What follows belongs to an exercise in optimizing a design on an open flow for small area, a short achievable clock period and few clock cycles per item; a production flow would make more cautious choices. Function was checked by simulation only, so behaviour that the tests miss may differ from the original. Power and IR drop assume default switching activity.

Setup of tundra:
Design cpu_top, start of the top module:
module cpu_top #(
    parameter int inst_addr_w = 8
) (
    input  wire                     clk,
    input  wire                     rst_n,
    input  wire [data_w-1:0]        inst_rdata,
    input  wire [data_w-1:0]        data_rdata,
    output logic [inst_addr_w-1:0]  inst_addr,
    output logic [data_addr_w-1:0]  data_addr,
    output logic [data_w-1:0]       data_wdata,
    output logic                    data_we,
    output logic                    io_stall
);
Size in the first run: ~420 flip-flops, roughly 68 I/O pins, roughly 24000 um2 of cells after synthesis.
export LEC_CHECK = 0
export CAP_MARGIN = 20
export CORE_MARGIN = 2
export CORE_UTILIZATION = 60
export CTS_CLUSTER_DIAMETER = 120
export CTS_CLUSTER_SIZE = 28
export SLEW_MARGIN = 20
create_clock -name core_clock -period 10.0 [get_ports {clk}]
standard.sh (not shown) runs the stock make flow with config.mk's settings and CLKGATE_MAP_FILE= SYNTH_SCRIPT=/design/flow/synth_recipe.tcl, a recipe that flattens the netlist after the stock synthesis.
==> flow/flow/run.sh <==
#!/bin/bash
# Standard layout with two changes:
# - timing repair aims below the clock period: the repair steps treat any
#   path with less than SETUP_SLACK_MARGIN ns of slack as failing, so they
#   keep improving the worst path past the 10 ns constraint (TNS_END_PERCENT
#   0: only the worst path, which sets the achieved period);
# - the port buffers are plain buf_2 cells rather than the delay cell that
#   buffer_ports picks by default.
cp standard.sh standard.sh.txt
cp config.mk config.mk.txt
export SETUP_SLACK_MARGIN=6.4
export TNS_END_PERCENT=0
export BUFFER_PORTS_ARGS="-buffer_cell sky130_fd_sc_hd__buf_2"
bash standard.sh > standard.log 2>&1
Testbench counts of tundra, summed over its fixed seeds: cycles 60,777, instrs 50,571.
For pepper, these inputs were changed with respect to tundra:
- a change of CTS_CLUSTER_SIZE from 28 to 24
- a change of CTS_CLUSTER_DIAMETER from 120 to 100
-- flow/flow/run.sh --
<<< tundra, line 9
cp standard.sh standard.sh.txt
cp config.mk config.mk.txt
export SETUP_SLACK_MARGIN=6.4
export TNS_END_PERCENT=0
export BUFFER_PORTS_ARGS="-buffer_cell sky130_fd_sc_hd__buf_2"
>>> pepper, line 9
cp standard.sh standard.sh.txt
cp config.mk config.mk.txt
export SETUP_SLACK_MARGIN=7
export TNS_END_PERCENT=0
export BUFFER_PORTS_ARGS="-buffer_cell sky130_fd_sc_hd__buf_2"
--- outcome ---
In the reports for tundra and pepper, the smaller total CTS buffers belongs to tundra. Clock network fraction of total power in pepper vs tundra: up 0.9 points. Delta (pepper minus tundra): mean number of vias per cell +about 0.6%; global-route met2 utilization +2.0 points. Comparing tundra and pepper, the higher number of non-filler instances in the completed layout was measured on pepper. Of the two candidates, tundra has the worse least setup slack across all paths after layout and pepper the better one. pepper reports its cell with the biggest individual delay on the critical path as sky130_fd_sc_hd__edfxtp_1 while tundra reports sky130_fd_sc_hd__nor4_1. Sort tundra and pepper by net switching fraction of the power desc -> top: tundra. Compare tundra and pepper | upper clock frequency limit higher: pepper. Met3 routed wirelength delta for pepper relative to tundra: about 11% higher.
### pepper -> willow
- putting PLACE_DENSITY at 0.8 where nothing was set
-- flow/flow/run.sh --
<<< pepper, line 9
cp standard.sh standard.sh.txt
cp config.mk config.mk.txt
export SETUP_SLACK_MARGIN=7
export TNS_END_PERCENT=0
export BUFFER_PORTS_ARGS="-buffer_cell sky130_fd_sc_hd__buf_2"
>>> willow, line 9
cp standard.sh standard.sh.txt
cp config.mk config.mk.txt
export SETUP_SLACK_MARGIN=6.4
export TNS_END_PERCENT=0
export BUFFER_PORTS_ARGS="-buffer_cell sky130_fd_sc_hd__buf_2"
==> results.txt <==
- From pepper to willow the numbers moved as follows: via count level, combinational share of power moved down, clock skew moved up, non-clock buffer count moved down, first-iteration DRC count moved up.
- Looking at willow and pepper, the unique cell type count in the Yosys netlist is a wash.
- Looking at willow and pepper, the synthesized cell count is a wash.
- Re net switching power: willow and pepper aren't equal, and the lower value belongs to willow.
- Setup slack: willow less than pepper
- Compared with pepper, willow ends up with a smaller final cell area.
- Across both runs, utilization was lower for willow than for pepper.

re-timing with driven ports:
The results above use ideal ports. As a check the final layouts listed here were re-extracted and re-timed, cells and wires unchanged.
Step 1: set_driving_cell puts a clkbuf_16 on clk and a buf_2 on each other input, an assumption about the parent block.
Step 2, shift: input delay + t, output delay - t, t = (earliest + latest rising clock arrival at the registers) / 2. This alone moves slack from input paths to output paths.
Slacks: ideal ports / drivers / drivers and shift; pairs: ideal ports / drivers.
run	t (ns)	slack for setup (ns)	hold slack, ns	latest minus earliest clock arrival (ns)	worst slew at a driven data input, ns
tundra	0.613	6.256 / 6.256 / 5.822	0.337 / 0.337 / 0.337	0.026 / 0.026	0.04
pepper	0.635	6.403 / 6.403 / 5.854	0.335 / 0.335 / 0.335	0.042 / 0.041	0.04
willow	0.614	6.154 / 6.154 / 5.735	0.338 / 0.338 / 0.338	0.057 / 0.056	0.04
After both steps every run listed still meets setup and hold. For pepper, which loses most, drivers alone change the setup slack by 0.000 ns; drivers and shift together by -0.549 ns.
